What follows belongs to an exercise in optimizing a design on an open flow for small area, a short achievable clock period and few clock cycles per item; a production flow would make more cautious choices. Only simulation tests tie the RTL to the original design; equivalence was not proved. Power is estimated from default activity; no workload was simulated.

== before ==
Design tetris_game, start of the top module:
module tetris_game (
	input logic clk,
	input logic rst_n,
	input logic in_valid,
	input logic [2:0] tetromino,
	input logic [2:0] position,
	output logic score_valid,
	output logic tetris_valid,
	output logic [3:0] score,
	output logic fail,
	output logic [71:0] tetris
);
	localparam int COLS = 6;
	localparam int VIS = 12;
	localparam int ROWS = 16;
	logic [VIS*COLS-1:0] board_n;   
	logic [3:0] score_q;
	logic [3:0] cnt_q;
	logic clr_q;    
	logic vld_q;
	logic idle_q;   
	logic fail_q;
	function automatic logic [3:0] col_mask(input logic [2:0] s, input logic [2:0] c);
		col_mask = 4'b0000;
		case (s)
			3'd0: if (c < 3'd2) col_mask = 4'b0011;
			3'd1: if (c == 3'd0) col_mask = 4'b1111;
			3'd2: if (c < 3'd4) col_mask = 4'b0001;
			3'd3: if (c == 3'd0) col_mask = 4'b0100;
			      else if (c == 3'd1) col_mask = 4'b0111;
			3'd4: if (c == 3'd0) col_mask = 4'b0011;
			      else if (c < 3'd3) col_mask = 4'b0010;
			3'd5: if (c == 3'd0) col_mask = 4'b0111;
			      else if (c == 3'd1) col_mask = 4'b0001;
			3'd6: if (c == 3'd0) col_mask = 4'b0110;
			      else if (c == 3'd1) col_mask = 4'b0011;
			default: if (c == 3'd0) col_mask = 4'b0001;
			      else if (c == 3'd1) col_mask = 4'b0011;
			      else if (c == 3'd2) col_mask = 4'b0010;
		endcase
	endfunction
	logic [VIS*COLS-1:0] be;
	logic [4*COLS-1:0] pm;          
	logic [3*COLS-1:0] bsel;        
	logic [16*COLS-1:0] th;         
	logic [13:0] mgt;               
	logic [13:1] bhot;              
	logic [ROWS*COLS-1:0] nb;       
	logic [ROWS:1] full;
	logic [5*(ROWS+1)-1:0] ct;
	logic [5*(ROWS+4)-1:0] pc;
	logic [4:0] tot;
	logic f0, f1, f2, f3;
	logic [VIS*COLS-1:0] outr;      
	logic [2:0] cleared;
	logic [3:0] score_e, cnt_e;
	logic fail_new, game_end;
	always_comb begin
		be = clr_q ? '0 : ~board_n;
		score_e = clr_q ? 4'd0 : score_q;
		cnt_e = clr_q ? 4'd0 : cnt_q;
		pm = '0;
		for (int q = 0; q < COLS; q++)
			if (position == 3'(q))
				for (int j = q; j < COLS; j++)
  ...
Settings: LEC_CHECK=0, CAP_MARGIN=20, CORE_MARGIN=2, CORE_UTILIZATION=40, SETUP_SLACK_MARGIN=2.5, SLEW_MARGIN=20; clock period 11.0 ns.
standard.sh (not shown) runs the stock make flow with config.mk's settings and CLKGATE_MAP_FILE= SYNTH_SCRIPT=/design/flow/synth_recipe.tcl, a recipe that flattens the netlist after the stock synthesis.
==> flow/flow/run.sh <==
#!/bin/bash
# Own flow: the standard layout with two changes.
#  - Yosys's ABC step maps with flow/map.abc (deep AIG resynthesis, then a mapping that trades delay for area;
#    sizing is left to OpenROAD's repair) in place of ORFS's speed script.
#    Everything else, registers included, is the standard synthesis script.
#  - Port buffers are sky130_fd_sc_hd__buf_1 cells (every port still gets one).
set -euo pipefail
W=$(pwd)
cat > "$W/own_synth.tcl" <<EOT
proc abc {args} {
  set i [lsearch -exact \$args -script]
  if {\$i >= 0} { set args [lreplace \$args \$i [expr {\$i + 1}] -script $W/flow/map.abc] }
  yosys abc {*}\$args
}
source $W/synth_recipe.tcl
EOT
sed "s#$W/synth_recipe.tcl#$W/own_synth.tcl#g" standard.sh > own_standard.sh
grep -q own_synth.tcl own_standard.sh
bash own_standard.sh "BUFFER_PORTS_ARGS=-buffer_cell sky130_fd_sc_hd__buf_1" finish > "$W/flow.log" 2>&1
==> flow/flow/map.abc <==
strash
&get -n
&fraig -x
&put
scorr
dc2
strash
&get -n
&deepsyn -T 40
&put
strash
&get -n
&dch -f
&nf -R 200
&put
topo
stime -c
upsize -c
dnsize -c
Testbench counts of before, summed over its fixed seeds: cycles 3,208, pieces 3,200.
## Diff of input files: after against before
Settings: CORE_UTILIZATION now 38, was 40; SETUP_SLACK_MARGIN now 3, was 2.5.
==> flow/flow/run.sh <==
#!/bin/bash
# Own flow: the standard layout, with Yosys's ABC step using flow/map.abc
# (an area-oriented mapping; sizing is left to OpenROAD) in place of ORFS's speed script. Everything else,
# registers included, comes from the standard synthesis script.
set -euo pipefail
W=$(pwd)
cat > "$W/own_synth.tcl" <<EOT
proc abc {args} {
  set i [lsearch -exact \$args -script]
  if {\$i >= 0} { set args [lreplace \$args \$i [expr {\$i + 1}] -script $W/flow/map.abc] }
  yosys abc {*}\$args
}
source $W/synth_recipe.tcl
EOT
sed "s#$W/synth_recipe.tcl#$W/own_synth.tcl#g" standard.sh > own_standard.sh
grep -q own_synth.tcl own_standard.sh
bash own_standard.sh > "$W/flow.log" 2>&1
==> flow/flow/map.abc <==
strash
&get -n
&fraig -x
&put
scorr
dc2
strash
&get -n
&dch -f
&nf
&put
topo
stime -c
upsize -c
dnsize -c
Taking after over before, the synthesized instance count ratio works out to 1.15.
From before to after the numbers moved as follows: pre-CTS worst setup slack went down; total power went up.

afterwards: timing with drivers on the ports:
Ports are ideal in the flow. The routed layouts listed here were re-timed in OpenROAD.
Step 1: set_driving_cell puts a clkbuf_16 on clk and a buf_2 on each other input, an assumption about the parent block.
Step 2 also shifts input and output timing later by t, the mid clock arrival at the registers, as if the neighbouring blocks saw the same clock.
a / b / c = ideal / step 1 / step 2; a / b = the first two.
| run | t (ns) | setup slack, ns | worst hold slack (ns) | worst setup path after step 2 |
|---|---|---|---|---|
| before | 0.407 | 2.678 / 2.702 / 2.294 | 0.489 / 0.489 / 0.489 | input to register |
| after | 0.419 | 2.989 / 3.015 / 2.596 | 0.522 / 0.522 / 0.522 | input to register |
After both steps every run listed still meets setup and hold. The setup slack of after, which loses most, moves by +0.026 ns with the drivers and by -0.393 ns with both steps.
